Background: an optimization exercise with open tools, aiming at small area and a short achievable clock period. Do not read the settings as production practice.
At most, simulation tests tie the RTL to the original design; equivalence was not proved.
Function not checked in run 2: the RTL went through the layout flow alone.
Power is estimated from default activity; no workload was simulated.

`flow/config.mk`:
```
export PLATFORM = sky130hd
export DESIGN_NAME = double_ended_queue
export DESIGN_NICKNAME = double_ended_queue
export VERILOG_FILES = /design/flow/design.v
export SDC_FILE = /design/flow/constraint.sdc
export NUM_CORES = 4
export LEC_CHECK = 0
export CAP_MARGIN = 20
export CORE_MARGIN = 2
export CORE_UTILIZATION = 50
export CTS_CLUSTER_DIAMETER = 100
export CTS_CLUSTER_SIZE = 26
export PLACE_DENSITY = 0.75
export SETUP_SLACK_MARGIN = 2.2
export SLEW_MARGIN = 20
export TNS_END_PERCENT = 20
```
`flow/constraint.sdc`:
```
create_clock -name core_clock -period 4.2 [get_ports {clk}]
set_input_delay 0.8400 -clock core_clock [delete_from_list [all_inputs] [get_ports {clk}]]
set_output_delay 0.8400 -clock core_clock [all_outputs]
set_load 0.01 [all_outputs]
```
`flow/design.v`:
```
`default_nettype none
package deq_pkg;
  localparam int unsigned DATA_W   = 32;
  localparam int unsigned KIND_W   = 3;
  localparam int unsigned STATUS_W = 2;
  localparam int unsigned COUNT_W  = 5;
  localparam logic [KIND_W-1:0] KIND_PUSH_FRONT = 3'd0;
  localparam logic [KIND_W-1:0] KIND_PUSH_BACK  = 3'd1;
  localparam logic [KIND_W-1:0] KIND_POP_FRONT  = 3'd2;
  localparam logic [KIND_W-1:0] KIND_POP_BACK   = 3'd3;
  localparam logic [KIND_W-1:0] KIND_CLEAR      = 3'd4;
  localparam logic [STATUS_W-1:0] STATUS_DONE  = 2'd0;
  localparam logic [STATUS_W-1:0] STATUS_EMPTY = 2'd1;
  localparam logic [STATUS_W-1:0] STATUS_FULL  = 2'd2;
endpackage
`default_nettype wire
`default_nettype none
module deq_cell (
  input  wire                          clk,
  input  wire                          we,
  input  wire  [deq_pkg::DATA_W-1:0]   wdata,
  output logic [deq_pkg::DATA_W-1:0]   data
);
  always_ff @(posedge clk) begin
    if (we) data <= wdata;
  end
endmodule
`default_nettype wire
`default_nettype none
module double_ended_queue #(
  parameter int unsigned DEPTH = 16
) (
  input  wire                            clk,
  input  wire                            rst,
  input  wire                            req_valid,
  output logic                           req_ready,
  input  wire  [deq_pkg::KIND_W-1:0]     kind,
  input  wire  signed [deq_pkg::DATA_W-1:0] push_value,
  output logic                           rsp_valid,
  input  wire                            rsp_ready,
  output logic signed [deq_pkg::DATA_W-1:0] popped_value,
  output logic [deq_pkg::STATUS_W-1:0]   status,
  output logic [deq_pkg::COUNT_W-1:0]    count
);
  localparam int unsigned CNT_W = $clog2(DEPTH + 1);
  logic [deq_pkg::DATA_W-1:0] slot [DEPTH];
  logic [DEPTH-1:0]           we;
  logic [DEPTH-1:0]           rd_sel;
  logic [DEPTH-1:0]           front_oh;
  logic [DEPTH-1:0]           back_oh;
  logic [DEPTH-1:0]           front_dn;    
  logic [DEPTH-1:0]           front_up;    
  logic [DEPTH-1:0]           back_dn;
  logic [DEPTH-1:0]           back_up;
  logic [CNT_W-1:0]           held;
  logic [CNT_W-1:0]           held_next;
  logic                       full;
  logic                       empty;
  logic                       accept;
  logic                       is_push;
  logic                       is_pop;
  logic                       is_clear;
  logic                       push_ok;
  logic                       pop_ok;
  logic                       wr_front;
  logic                       wr_back;
  logic [deq_pkg::DATA_W-1:0] popped_next;
  assign req_ready = !rsp_valid || rsp_ready;
  assign accept    = req_valid && req_ready;
  assign is_push  = (kind[2:1] == 2'b00);
  assign is_pop   = (kind[2:1] == 2'b01);
  assign is_clear = (kind == deq_pkg::KIND_CLEAR);
  assign full     = held[CNT_W-1];
  assign push_ok  = is_push && !full;
  assign pop_ok   = is_pop && !empty;
  assign wr_front = accept && push_ok && !kind[0];
  assign wr_back  = accept && push_ok && kind[0];
  assign front_dn = {front_oh[0], front_oh[DEPTH-1:1]};
  assign front_up = {front_oh[DEPTH-2:0], front_oh[DEPTH-1]};
  assign back_dn  = {back_oh[0], back_oh[DEPTH-1:1]};
  assign back_up  = {back_oh[DEPTH-2:0], back_oh[DEPTH-1]};
  genvar gi;
  generate
    for (gi = 0; gi < DEPTH; gi++) begin : g_slot
      assign we[gi]     = (wr_front && front_dn[gi]) || (wr_back && back_up[gi]);
      assign rd_sel[gi] = kind[0] ? back_oh[gi] : front_oh[gi];
      deq_cell u_cell (
        .clk   (clk),
        .we    (we[gi]),
        .wdata (push_value),
        .data  (slot[gi])
      );
    end
  endgenerate
  always_comb begin
    popped_next = '0;
    for (int i = 0; i < DEPTH; i++) begin
      popped_next = popped_next | (slot[i] & {deq_pkg::DATA_W{rd_sel[i]}});
    end
    popped_next = popped_next & {deq_pkg::DATA_W{pop_ok}};
  end
  always_comb begin
    held_next = held;
    if (push_ok)       held_next = held + 1'b1;
    else if (pop_ok)   held_next = held - 1'b1;
    else if (is_clear) held_next = '0;
  end
  always_ff @(posedge clk) begin
    if (rst) begin
      front_oh  <= DEPTH'(1);
      back_oh   <= DEPTH'(1) << (DEPTH - 1);
      held      <= '0;
      empty     <= 1'b1;
      rsp_valid <= 1'b0;
    end else begin
      if (accept) begin
        rsp_valid <= 1'b1;
        held      <= held_next;
        empty     <= (held_next == '0);
        if (push_ok) begin
          if (kind[0]) back_oh  <= back_up;
          else         front_oh <= front_dn;
        end else if (pop_ok) begin
          if (kind[0]) back_oh  <= back_dn;
          else         front_oh <= front_up;
        end else if (is_clear) begin
          back_oh <= front_dn;
        end
      end else if (rsp_ready) begin
        rsp_valid <= 1'b0;
      end
    end
  end
  always_ff @(posedge clk) begin
    if (accept) begin
      popped_value <= popped_next;
      status[1]    <= is_push && full;
      status[0]    <= is_pop && empty;
    end
  end
  assign count = held;
endmodule
`default_nettype wire
```
`flow/run.sh`:
```
#!/bin/bash
# synth_recipe.tcl (not shown) runs the flow's synth.tcl, then flattens the netlist and writes it again
# the make line also repeats each setting of config.mk as NAME=value (left out here)
make -C /OpenROAD-flow-scripts/flow DESIGN_CONFIG=/design/flow/config.mk WORK_HOME=/design/flow/orfs CLKGATE_MAP_FILE= SYNTH_SCRIPT=/design/flow/synth_recipe.tcl finish
```
==> results of run 1 <==
registers in the layout, summed over array words and instances (netlist names):
| signal | flops |
|---|---|
| held | 5 |
| rsp_valid | 1 |
| popped_value | 32 |
| empty | 1 |
| status | 2 |
| g_slot.u_cell.data | 512 |
| front_oh | 16 |
| back_oh | 16 |
report_power, final:
group / switching, mW / internal (mW)
clock network: 1.70 / 1.18
logic: 0.454 / 0.271
registers: 0.0548 / 6.42
total: 2.20 / 7.88
how the worst max path moves through the flow:
stage,endpoint,cells after the start,slack (ns),startpoint
CTS,popped_value[0],1,2.04,popped_value[0]
finish,popped_value[8],1,2.06,popped_value[8]
floorplan,g_slot[0].u_cell.data[0],6,1.40,rsp_ready
global route,popped_value[8],7,2.02,kind[0]
detailed placement,popped_value[17],7,0.75,kind[0]
global placement,popped_value[13],7,0.76,kind[0]
cell usage after synthesis, types with 27 or more instances:
| library cell | number |
|---|---|
| nor2_1 | 52 |
| a221oi_1 | 49 |
| a31oi_1 | 27 |
| a22o_1 | 78 |
| edfxtp_1 | 546 |
| buf_2 | 34 |
| a221oi_2 | 30 |
| nand2_1 | 89 |
| a22oi_1 | 100 |
| and3_1 | 28 |
| dfxtp_1 | 39 |
stage by stage:
step	setup slack (ns)	utilization, %	hold WS [ns]	total power, mW
6_report	2.06	57.4	0.507	10.1
5_1_grt	2.02	57.4	0.537	10.3
4_1_cts	2.04	57.1	0.501	10.0
3_5_place_dp	0.753	53.8	0.504	7.24
3_3_place_gp	0.762	53.8	0.503	7.22
2_1_floorplan	1.40	-	0.471	6.96
what timing repair did:
item	in CTS	in global routing
setup endpoints to repair	657	120
pin swaps	8	1
resized for setup	137	59
gates cloned	14	5
buffers inserted	22	6
area by class of cell:
class / instances / area [sq um]
timing repair buffer: 141 / 1560
clock buffer: 33 / 677
clock inverter: 3 / 50.0
fill: 3213 / 18700
tap: 592 / 741
inverter: 4 / 18.8
multi-input combinational: 614 / 4950
sequential: 585 / 17200
cells by family (layout without fill, tap and decap cells):
family / Yosys count / after routing
DFF: 585 / 585
buffers and inverters: 87 / 181
and+or+nand+nor: 213 / 213
adders and majority gates: 2 / 2
muxes: 32 / 45
AOI/OAI and AO/OA: 354 / 354
layer usage:
layer / global-route usage [%] / wire length [um] / share of wire [%] / vias up
met5: 0 / 0 / 0 / -
met4: 9.51 / 2910 / 4.7 / 0
met3: 4.57 / 7990 / 13 / 199
met2: 42.0 / 29100 / 47 / 1059
met1: 35.1 / 22100 / 36 / 6636
li1: - / - / - / 5433
==> results.cfg, run 1 <==
[run_status]
status = finished clean

[detailed_routing]
drt-total-wl_um = 62200
via_per_inst = 6.76
drc = 0
drtIter0Drc = 1994
wire_per_inst_um = 31.5
firstDrtPassIters = 8
vias = 13327
ant_nets = 0

[floorplan]
dieArea_sq_um = 46000
ios = 80
start_util_pct = 50.4
die_y_um = 214
rows = 77
core_area_sq_um = 43900
die_width_um = 214

[worst_hold_path]
holdPathEnd = held[3]
min_path_type = reg2reg
worstHoldStart = held[3]
hold_depth = 2

[timing]
finalCritPeriodShare_pct = 50.9
rsz0062_at_grt = true
clock.fmax_mhz = 467
tns_ns = 0
fin_crit_ns = 2.14
max-slew-margin-rel_pct = 28.9
worst_slew_pin_slew_ns = 1.07
fin_skew_ns = 0.0255
slew_viol_final = 0
hold_violations = 0
setup_viol = 0

[cts]
ctsHtreeMaxLevel = 1
cts_tree = built
clock_path_buffers = 3
cts_buffers = 26
clk_pin_slew_ns = 0.11
cts-root-buf = clkbuf_16
cts_sinks = 585
ctsHoldBuffers = 0
clk_latency_ns = 0.60

[logic_synthesis]
synth_fa_ha_area_share_pct = 0.113
netlist_instances = 1273
synth-xor-area-share_pct = 0
syn_nets = 1314
synth_compound_area_share_pct = 13.4
ys_ff_latch = 585
muxShareOfSynthArea_pct = 1.74
synth.largest_area_cell = edfxtp_1
ys_seq_area_share_pct = 77.6
synth_top_family_by_area = compound AO/OA/AOI/OAI gates
syn_area_per_cell_sq_um = 17.4
synth_edf_count = 546
synth_area_sq_um = 22100
synth_area_leaders = edfxtp_1 (74%), dfxtp_1 (3.5%), a22oi_1 (3.4%)
yosys_warnings = 3
synth-simple-area-share_pct = 4.52
postSynth.asyncResetShare_pct = 0
yosysTopAreaCellShare_pct = 74.1
synth.distinct_cells = 49
synth_top_flop_cell = edfxtp_1

[job]
max-cap-violations = 0

[worst_setup_path]
cp_top_family = flip-flops
r2r_setup_slack_ns = 2.08
cp_max_fo = 1
cp.buffers_inverters = 1
r2r-end = popped_value[8]
crit_required_ns = 3.36
critPathCaptureType = primary output
path_cells = buf_2
path_class = reg2out
cpPeakStageDelay_ns = 0.50
critPathLaunchType = register
reg2regPathDepth = 5
critPathArrivalTime_ns = 1.30
cp_slowest_cell = edfxtp_1
r2r_start = front_oh[14]

[global_route]
grt_pass1_wl_um = 87000
first_global_vias = 12679
overflow = 0
grt_max_degree = 40
antenna_found_initial = 0
grt.total_usage_pct = 25.7

[power]
p_leak_nw = 7.85
powerDensity_nw_per_um2 = 400
irDropWorstVdd_v = 0.000340

[placed_design]
dpl-instance-area_sq_um = 23600
gp_congestion = 0.759
portBuffers = 79
dp_cells = 1889
dp_hpwl_um = 27300

[final_layout]
final_cell_count_no_fill = 1972
area_delta_synth_final_pct = 13.8
mostFrequentLayoutCells = edfxtp_1 (546), a22oi_1 (100), nand2_1 (87)
final_area_sq_um = 25200
nets = 1413
diodes = 0
layout-drive-gt1-share_pct = 16.2
layout_commonest_cell = edfxtp_1
==> run 2, diff against run 1 <==
--- a/flow/design.v
+++ b/flow/design.v
@@ -64,6 +64,9 @@
   logic                       pop_ok;
   logic                       wr_front;
   logic                       wr_back;
+  logic                       last_back;
+  logic                       last_pop;
+  logic                       rd_ok;
   logic [deq_pkg::DATA_W-1:0] popped_next;
   assign req_ready = !rsp_valid || rsp_ready;
   assign accept    = req_valid && req_ready;
@@ -83,7 +86,8 @@
   generate
     for (gi = 0; gi < DEPTH; gi++) begin : g_slot
       assign we[gi]     = (wr_front && front_dn[gi]) || (wr_back && back_up[gi]);
-      assign rd_sel[gi] = kind[0] ? back_oh[gi] : front_oh[gi];
+      assign rd_sel[gi] = accept ? (kind[0] ? back_oh[gi] : front_oh[gi])
+                                 : (last_back ? back_up[gi] : front_dn[gi]);
       deq_cell u_cell (
         .clk   (clk),
         .we    (we[gi]),
@@ -97,7 +101,7 @@
     for (int i = 0; i < DEPTH; i++) begin
       popped_next = popped_next | (slot[i] & {deq_pkg::DATA_W{rd_sel[i]}});
     end
-    popped_next = popped_next & {deq_pkg::DATA_W{pop_ok}};
+    popped_next = popped_next & {deq_pkg::DATA_W{rd_ok}};
   end
   always_comb begin
     held_next = held;
@@ -131,9 +135,14 @@
       end
     end
   end
+  assign rd_ok = accept ? pop_ok : last_pop;
+  always_ff @(posedge clk) begin
+    popped_value <= popped_next;
+  end
   always_ff @(posedge clk) begin
     if (accept) begin
-      popped_value <= popped_next;
+      last_back    <= kind[0];
+      last_pop     <= pop_ok;
       status[1]    <= is_push && full;
       status[0]    <= is_pop && empty;
     end
--- a/flow/config.mk
+++ b/flow/config.mk
@@ -7,10 +7,9 @@
 export LEC_CHECK = 0
 export CAP_MARGIN = 20
 export CORE_MARGIN = 2
-export CORE_UTILIZATION = 50
-export CTS_CLUSTER_DIAMETER = 100
-export CTS_CLUSTER_SIZE = 26
-export PLACE_DENSITY = 0.75
+export CORE_UTILIZATION = 40
+export CTS_CLUSTER_DIAMETER = 80
+export CTS_CLUSTER_SIZE = 30
 export SETUP_SLACK_MARGIN = 2.2
 export SLEW_MARGIN = 20
 export TNS_END_PERCENT = 20
==> results.cfg, run 2 <==
[run_status]
status = finished clean

[worst_setup_path]
critPathCaptureType = register
r2r_setup_slack_ns = 1.88
cp_top_family = buffers and inverters
r2r-end = popped_value[9]
r2r_start = last_back
critPathLaunchType = register
path_cells = buf_12, buf_4, nor2b_2, a221oi_4, a31oi_4, buf_12, buf_4, a22oi_1, and4_1, a41oi_2
crit_required_ns = 4.75
cpPeakStageDelay_ns = 0.45
path_class = reg2reg
cp.buffers_inverters = 4
critPathArrivalTime_ns = 2.87
reg2regPathDepth = 10
cp_slowest_cell = edfxtp_1
cp_max_fo = 11

[placed_design]
dp_cells = 2098
dp_hpwl_um = 32300
portBuffers = 79
gp_congestion = 0.816

[timing]
fin_skew_ns = 0.0599
fin_crit_ns = 2.32
finalCritPeriodShare_pct = 55.3
max-slew-margin-rel_pct = 55.9
slew_viol_final = 0
hold_ws_ns = 0.529
hold_violations = 0
setup_viol = 0
clock.fmax_mhz = 431
rsz0062_at_grt = true
tns_ns = 0
worst_slew_pin_slew_ns = 0.659

[global_route]
first_global_vias = 13662
grt_max_degree = 49
grt_pass1_wl_um = 95500
overflow = 0
antenna_found_initial = 4
grt.total_usage_pct = 23.4

[logic_synthesis]
ys_top_cells_by_count = edfxtp_1 (515), a22oi_1 (170), nand2_1 (91)
postSynth.asyncResetShare_pct = 0
synth_top_flop_cell = edfxtp_1
yosysTopAreaCellShare_pct = 71.0
syn_nets = 1389
muxShareOfSynthArea_pct = 0.414
synth-xor-area-share_pct = 0
synth_fa_ha_area_share_pct = 0.115
synth_area_leaders = edfxtp_1 (71%), dfxtp_1 (6.6%), a22oi_1 (5.9%)
syn_area_per_cell_sq_um = 16.1
synth.largest_area_cell = edfxtp_1
synth_compound_area_share_pct = 13.5
synth_top_family_by_area = compound AO/OA/AOI/OAI gates
synth.distinct_cells = 46
synth_edf_count = 515
ys_ff_latch = 587
yosys_warnings = 3
synth_area_sq_um = 21800
synth-simple-area-share_pct = 6.37
synth.most_common_cell = edfxtp_1
ys_seq_area_share_pct = 77.7
netlist_instances = 1348

[cts]
clk_pin_slew_ns = 0.11
cts_buffers = 26
ctsHoldBuffers = 0
cts_tree = built
ctsHtreeMaxLevel = 1
clk_latency_ns = 0.63
cts-root-buf = clkbuf_16
cts_sinks = 587
clock_path_buffers = 3

[final_layout]
n_fill_cell = 4262
max_flop_register = g_slot.u_cell.data
top_regs = g_slot.u_cell.data x512, popped_value x32
layout-drive-gt1-share_pct = 25.4
final_cell_count_no_fill = 2295
layout_commonest_cell = edfxtp_1
mostFrequentLayoutCells = edfxtp_1 (515), a22oi_1 (154), buf_4 (89)
nets = 1617
largest_reg_flops = 512
area_delta_synth_final_pct = 29.9

[job]
max-cap-violations = 0

[floorplan]
die_width_um = 237
rows = 85
core_area_sq_um = 53800
dieArea_sq_um = 56300
die_y_um = 237
ios = 80
start_util_pct = 40.4

[worst_hold_path]
holdPathEnd = held[3]
hold_depth = 2
worstHoldStart = held[3]
min_path_type = reg2reg

[detailed_routing]
drtIter0Drc = 2176
via_per_inst = 6.21
firstDrtPassIters = 5
drc = 0
drt-total-wl_um = 69600
vias = 14246
wire_per_inst_um = 30.3
ant_nets = 0

[power]
powerDensity_nw_per_um2 = 389
irDropWorstVdd_v = 0.000334
p_leak_nw = 9.30
run 2: cell count changes after synthesis, sizes merged, moves of 30 or more:
| cell | before | now |
|---|---|---|
| clkbuf | 18 | 53 |
| a22o | 78 | 32 |
| edfxtp | 546 | 515 |
| a221oi | 79 | 40 |
| a41oi | 0 | 30 |
| a22oi | 100 | 170 |
| dfxtp | 39 | 72 |
| buf | 65 | 35 |
run 2: layout make-up:
class / count / area (sq um) / share of cell area (%)
Sequential cell: 587 / 16900 / 59.9
Multi-Input combinational cell: 666 / 5610 / 19.9
Timing Repair Buffer: 286 / 3840 / 13.6
Tap cell: 696 / 871 / 3.08
Clock buffer: 39 / 731 / 2.58
Clock inverter: 9 / 199 / 0.704
Inverter: 8 / 58.8 / 0.208
Timing Repair inverter: 1 / 16.3 / 0.0575
Antenna cell: 3 / 7.51 / 0.0266
run 2: worst max-delay path by stage:
stage | startpoint | end | slack [ns] | cells after the start
2_1_floorplan | rsp_ready | g_slot[7].u_cell.data[0] | 1.54 | 9
3_3_place_gp | kind[0] | popped_value[11] | 0.28 | 9
3_5_place_dp | kind[0] | popped_value[11] | 0.26 | 9
4_1_cts | rsp_valid | req_ready | 1.88 | 4
5_1_grt | rsp_valid | popped_value[18] | 1.81 | 12
6_report | last_back | popped_value[9] | 1.88 | 10
run 2: worst min-delay path: stages (launching register included):
cell     delay [ns]
dfxtp_2        0.36
nand2_1        0.07
a21oi_1        0.06
run 2: timing repair:
item                                    CTS  global route
resized for setup                       268            74
endpoints found under the setup margin  624           604
setup buffers                            77            31
gates cloned                             26            12
pin swaps                                29            36
run 2: cell families (layout without fill, tap and decap cells):
| group | after synthesis | count (layout) |
|---|---|---|
| AOI/OAI and AO/OA | 384 | 384 |
| adders and majority gates | 2 | 2 |
| buffers and inverters | 96 | 343 |
| DFF | 587 | 587 |
| muxes | 9 | 9 |
| other | 0 | 3 |
| and+or+nand+nor | 270 | 271 |
run 2: where the power goes:
part | total (mW) | switching (mW) | internal, mW
clock network | 3.27 | 1.87 | 1.41
registers | 6.44 | 0.0475 | 6.39
logic | 1.29 | 0.735 | 0.554
total | 11.0 | 2.65 | 8.35
run 2: routing by layer:
layer | global-route usage, % | wire [um]
met1 | 32.1 | 28000
met2 | 38.6 | 33000
met3 | 4.25 | 6290
met4 | 5.97 | 2310
met5 | 0 | 0
run 2: stage by stage:
step	power (mW)	setup slack, ns	cell area (sq um)	util (%)
finish	11.0	1.88	28300	52.5
global route	11.3	1.81	28300	52.5
CTS	10.9	1.88	27300	50.7
detailed placement	7.45	0.264	24100	44.8
global placement	7.44	0.275	24100	44.8
floorplan	6.99	1.54	22000	-
==> run 3, diff against run 2 <==
==> flow/design.v (replaced) <==
`default_nettype none
package deq_pkg;
  localparam int unsigned DATA_W   = 32;
  localparam int unsigned KIND_W   = 3;
  localparam int unsigned STATUS_W = 2;
  localparam int unsigned COUNT_W  = 5;
  localparam logic [KIND_W-1:0] KIND_PUSH_FRONT = 3'd0;
  localparam logic [KIND_W-1:0] KIND_PUSH_BACK  = 3'd1;
  localparam logic [KIND_W-1:0] KIND_POP_FRONT  = 3'd2;
  localparam logic [KIND_W-1:0] KIND_POP_BACK   = 3'd3;
  localparam logic [KIND_W-1:0] KIND_CLEAR      = 3'd4;
  localparam logic [STATUS_W-1:0] STATUS_DONE  = 2'd0;
  localparam logic [STATUS_W-1:0] STATUS_EMPTY = 2'd1;
  localparam logic [STATUS_W-1:0] STATUS_FULL  = 2'd2;
endpackage
`default_nettype wire
`default_nettype none
module deq_cell (
  input  wire                          clk,
  input  wire                          we,
  input  wire  [deq_pkg::DATA_W-1:0]   wdata,
  output logic [deq_pkg::DATA_W-1:0]   data
);
  always_ff @(posedge clk) begin
    if (we) data <= wdata;
  end
endmodule
`default_nettype wire
`default_nettype none
module double_ended_queue #(
  parameter int unsigned DEPTH = 16
) (
  input  wire                            clk,
  input  wire                            rst,
  input  wire                            req_valid,
  output logic                           req_ready,
  input  wire  [deq_pkg::KIND_W-1:0]     kind,
  input  wire  signed [deq_pkg::DATA_W-1:0] push_value,
  output logic                           rsp_valid,
  input  wire                            rsp_ready,
  output logic signed [deq_pkg::DATA_W-1:0] popped_value,
  output logic [deq_pkg::STATUS_W-1:0]   status,
  output logic [deq_pkg::COUNT_W-1:0]    count
);
  localparam int unsigned PTR_W = $clog2(DEPTH);
  logic [deq_pkg::DATA_W-1:0] slot [DEPTH];
  logic [DEPTH-1:0]           we;
  logic [DEPTH-1:0]           head_oh;
  logic [DEPTH-1:0]           tail_oh;
  logic [DEPTH-1:0]           rd_sel;
  logic [DEPTH-1:0]           rd_sel_next;
  logic [PTR_W-1:0]           head;
  logic [PTR_W-1:0]           tail;
  logic                       full;
  logic                       empty;
  logic                       accept;
  logic                       push_ok;
  logic                       pop_ok;
  logic [PTR_W-1:0]           head_next;
  logic [PTR_W-1:0]           tail_next;
  logic                       full_next;
  assign req_ready = !rsp_valid || rsp_ready;
  assign accept    = req_valid && req_ready;
  assign empty     = !full && (head == tail);
  assign push_ok = accept && (kind[2:1] == 2'b00) && !full;
  assign pop_ok  = (kind[2:1] == 2'b01) && !empty;
  always_comb begin
    for (int i = 0; i < DEPTH; i++) begin
      head_oh[i] = (head == PTR_W'(i));
      tail_oh[i] = (tail == PTR_W'(i));
    end
  end
  genvar gi;
  generate
    for (gi = 0; gi < DEPTH; gi++) begin : g_slot
      assign we[gi] = push_ok && (kind[0] ? tail_oh[gi] : head_oh[(gi + 1) % DEPTH]);
      assign rd_sel_next[gi] = pop_ok && (kind[0] ? tail_oh[(gi + 1) % DEPTH] : head_oh[gi]);
      deq_cell u_cell (
        .clk   (clk),
        .we    (we[gi]),
        .wdata (push_value),
        .data  (slot[gi])
      );
    end
  endgenerate
  always_comb begin
    head_next = head;
    tail_next = tail;
    full_next = full;
    if (accept) begin
      case (kind)
        deq_pkg::KIND_PUSH_FRONT: if (!full) begin
          head_next = head - 1'b1;
          full_next = (head_next == tail);
        end
        deq_pkg::KIND_PUSH_BACK: if (!full) begin
          tail_next = tail + 1'b1;
          full_next = (tail_next == head);
        end
        deq_pkg::KIND_POP_FRONT: if (!empty) begin
          head_next = head + 1'b1;
          full_next = 1'b0;
        end
        deq_pkg::KIND_POP_BACK: if (!empty) begin
          tail_next = tail - 1'b1;
          full_next = 1'b0;
        end
        deq_pkg::KIND_CLEAR: begin
          tail_next = head;
          full_next = 1'b0;
        end
        default: ;
      endcase
    end
  end
  always_ff @(posedge clk) begin
    if (rst) begin
      head      <= '0;
      tail      <= '0;
      full      <= 1'b0;
      rsp_valid <= 1'b0;
    end else begin
      head <= head_next;
      tail <= tail_next;
      full <= full_next;
      if (accept) begin
        rsp_valid <= 1'b1;
      end else if (rsp_ready) begin
        rsp_valid <= 1'b0;
      end
    end
  end
  always_ff @(posedge clk) begin
    if (accept) begin
      rd_sel    <= rd_sel_next;
      status[1] <= (kind[2:1] == 2'b00) && full;
      status[0] <= (kind[2:1] == 2'b01) && empty;
    end
  end
  always_comb begin
    popped_value = '0;
    for (int i = 0; i < DEPTH; i++) begin
      popped_value = popped_value | (slot[i] & {deq_pkg::DATA_W{rd_sel[i]}});
    end
  end
  assign count = {full, tail - head};
endmodule
`default_nettype wire
--- a/flow/config.mk
+++ b/flow/config.mk
@@ -8,8 +8,4 @@
 export CAP_MARGIN = 20
 export CORE_MARGIN = 2
 export CORE_UTILIZATION = 40
-export CTS_CLUSTER_DIAMETER = 80
-export CTS_CLUSTER_SIZE = 30
-export SETUP_SLACK_MARGIN = 2.2
 export SLEW_MARGIN = 20
-export TNS_END_PERCENT = 20
==> results.cfg, run 3 <==
[timing]
finalCritPeriodShare_pct = 94.6
worst_slew_pin_slew_ns = 1.16
setup_viol = 0
fin_skew_ns = 0.0153
max-slew-margin-rel_pct = 22.6
slew_viol_final = 0
hold_violations = 0
fin_crit_ns = 3.97
rsz0062_at_grt = false
clock.fmax_mhz = 252
tns_ns = 0

[logic_synthesis]
synth_area_leaders = edfxtp_1 (80%), a221oi_1 (5.6%), a22o_1 (5.6%)
ys_seq_area_share_pct = 80.6
synth_edf_count = 530
syn_area_per_cell_sq_um = 18.6
ys_top_cells_by_count = edfxtp_1 (530), a221oi_1 (128), a22o_1 (128)
synth.distinct_cells = 43
postSynth.asyncResetShare_pct = 0
synth_top_flop_cell = edfxtp_1
synth_area_sq_um = 20000
ys_ff_latch = 540
synth.largest_area_cell = edfxtp_1
synth.most_common_cell = edfxtp_1
netlist_instances = 1077
yosysTopAreaCellShare_pct = 79.6
yosys_warnings = 3
syn_nets = 1130

[detailed_routing]
drtIter0Drc = 1210
drt-total-wl_um = 53100
vias = 11425
wire_per_inst_um = 27.8
drc = 0
via_per_inst = 6.00
ant_nets = 0
firstDrtPassIters = 5

[final_layout]
nets = 1253
layout-drive-gt1-share_pct = 11.9
n_fill_cell = 4077
mostFrequentLayoutCells = edfxtp_1 (530), a22o_1 (128), a221oi_1 (128)
fin_util_pct = 48.6
area_delta_synth_final_pct = 19.4
layout_commonest_cell = edfxtp_1
largest_reg_flops = 512
top_regs = g_slot.u_cell.data x512, rd_sel x16
max_flop_register = g_slot.u_cell.data

[worst_setup_path]
r2r_start = head[2]
startpoint = rd_sel[0]
critPathCaptureType = primary output
critPathArrivalTime_ns = 3.13
cp_max_fo = 17
critPathLaunchType = register
crit_required_ns = 3.36
path_class = reg2out

[global_route]
first_global_vias = 11410
grt.total_usage_pct = 20.7
antenna_found_initial = 2
grt_pass1_wl_um = 76600
overflow = 0
grt_max_degree = 33

[power]
irDropWorstVdd_v = 0.000296
p_leak_nw = 7.46
powerDensity_nw_per_um2 = 465

[placed_design]
portBuffers = 79
dp_hpwl_um = 28200
gp_congestion = 0.804

[worst_hold_path]
worstHoldStart = rsp_valid
min_path_type = reg2reg

[floorplan]
start_util_pct = 40.7
die_y_um = 228
ios = 80
die_width_um = 228
rows = 81
core_area_sq_um = 49200
dieArea_sq_um = 51800

[cts]
cts_buffers = 54
clk_latency_ns = 0.60
ctsHtreeMaxLevel = 2
cts_tree = built
cts-root-buf = clkbuf_16
clock_path_buffers = 3
clk_pin_slew_ns = 0.06
cts-resized-gates = 0
cts_sinks = 540
ctsHoldBuffers = 0
cts_setup_buffers = 0

[job]
max-cap-violations = 0

[run_status]
status = finished clean
## run 3: changes by cell type after synthesis, sizes merged, moves of 32 or more
cell | before | now
nand2 | 92 | 19
a221oi | 40 | 128
nor2 | 53 | 11
dfxtp | 72 | 10
a311oi | 33 | 1
and3 | 43 | 1
a22o | 32 | 128
a22oi | 170 | 0
## run 3: worst max-delay path, stage by stage (launching register included)
cell	delay, ns
edfxtp_1	0.86
buf_4	0.41
a22o_1	0.22
a221oi_1	0.27
nand4_1	0.23
clkdlybuf4s50_1	0.54
## run 3: layer usage
metal / part of all wire [%] / up-vias / track usage [%]
li1: - / 4860 / -
met1: 44 / 6009 / 29.5
met2: 47 / 499 / 33.0
met3: 7.3 / 55 / 3.64
met4: 1.5 / 2 / 5.42
met5: 0.021 / - / 0
## run 3: through the flow
step / instances / cell area [sq um] / setup WS (ns) / power, mW / hold WS [ns]
after floorplan: 1077 / 20000 / 0.224 / 6.33 / 0.553
after global placement: 1807 / 22200 / 0.707 / 6.62 / 0.585
after detailed placement: 1808 / 22200 / 0.692 / 6.63 / 0.597
after CTS: 1904 / 23900 / 0.207 / 11.2 / 0.604
after global routing: 1905 / 23900 / 0.104 / 11.4 / 0.660
final: 1905 / 23900 / 0.227 / 11.1 / 0.602
## run 3: cell type report
class,instances,area [sq um],area share (%)
tap,664,831,3.48
timing repair buffer,131,1450,6.08
inverter,11,41.3,0.173
sequential,540,16100,67.5
clock inverter,34,290,1.22
antenna,1,2.50,0.0105
clock buffer,62,1380,5.79
multi-input combinational,462,3750,15.7
## run 3: worst paths after layout
path	to	slack, ns	cells past startpoint
min	rsp_valid	0.60	2
max reg2reg	rd_sel[14]	1.66	6
max	popped_value[2]	0.23	5
min reg2reg	rsp_valid	0.60	2
## run 3: cells by family after synthesis
logic type	share of synthesized area [%]
adder cells (fa/ha/maj)	0.914
multiplexers	0.150
XOR/XNOR	0.651
AND/OR/NAND/NOR	3.09
buffers and inverters	1.48
AO/OA/AOI/OAI	13.1
flip-flops	80.6
## run 3: where the power goes
| part | leakage (nW) | total [mW] | switching (mW) | internal, mW |
|---|---|---|---|---|
| logic | 1.76 | 0.517 | 0.323 | 0.194 |
| clock network | 0.822 | 4.59 | 1.98 | 2.60 |
| registers | 4.87 | 6.00 | 0.0487 | 5.95 |
| total | 7.46 | 11.1 | 2.35 | 8.75 |

separate check: timing with driven ports:
Ports are ideal in the flow. The routed layouts listed here were re-timed in OpenROAD.
Step 1 (the two cells are an assumption about what drives the block):
set clk [get_ports {clk}]
set_driving_cell -lib_cell sky130_fd_sc_hd__clkbuf_16 $clk
set_driving_cell -lib_cell sky130_fd_sc_hd__buf_2 [delete_from_list [all_inputs] $clk]
Step 2 adds t to the input delays and takes it off the output delays; t is the mean of the earliest and latest rising clock arrival at the registers after step 1. Input paths then give back, and output paths get back, about the clock's delay inside the block.
Three values: no drivers, after step 1, after step 2; two values: the first two.
run	shift t [ns]	slack for setup (ns)	worst slew at a driven data input, ns
run 1	0.661	2.061 / 1.996 / 1.358	0.13
run 2	0.665	1.879 / 1.835 / 1.275	0.12
run 3	0.651	0.227 / 0.171 / 0.671	0.10
After both steps setup and hold are still met in every run listed. The setup slack of run 1, which loses most, moves by -0.065 ns with the drivers and by -0.703 ns with both steps.
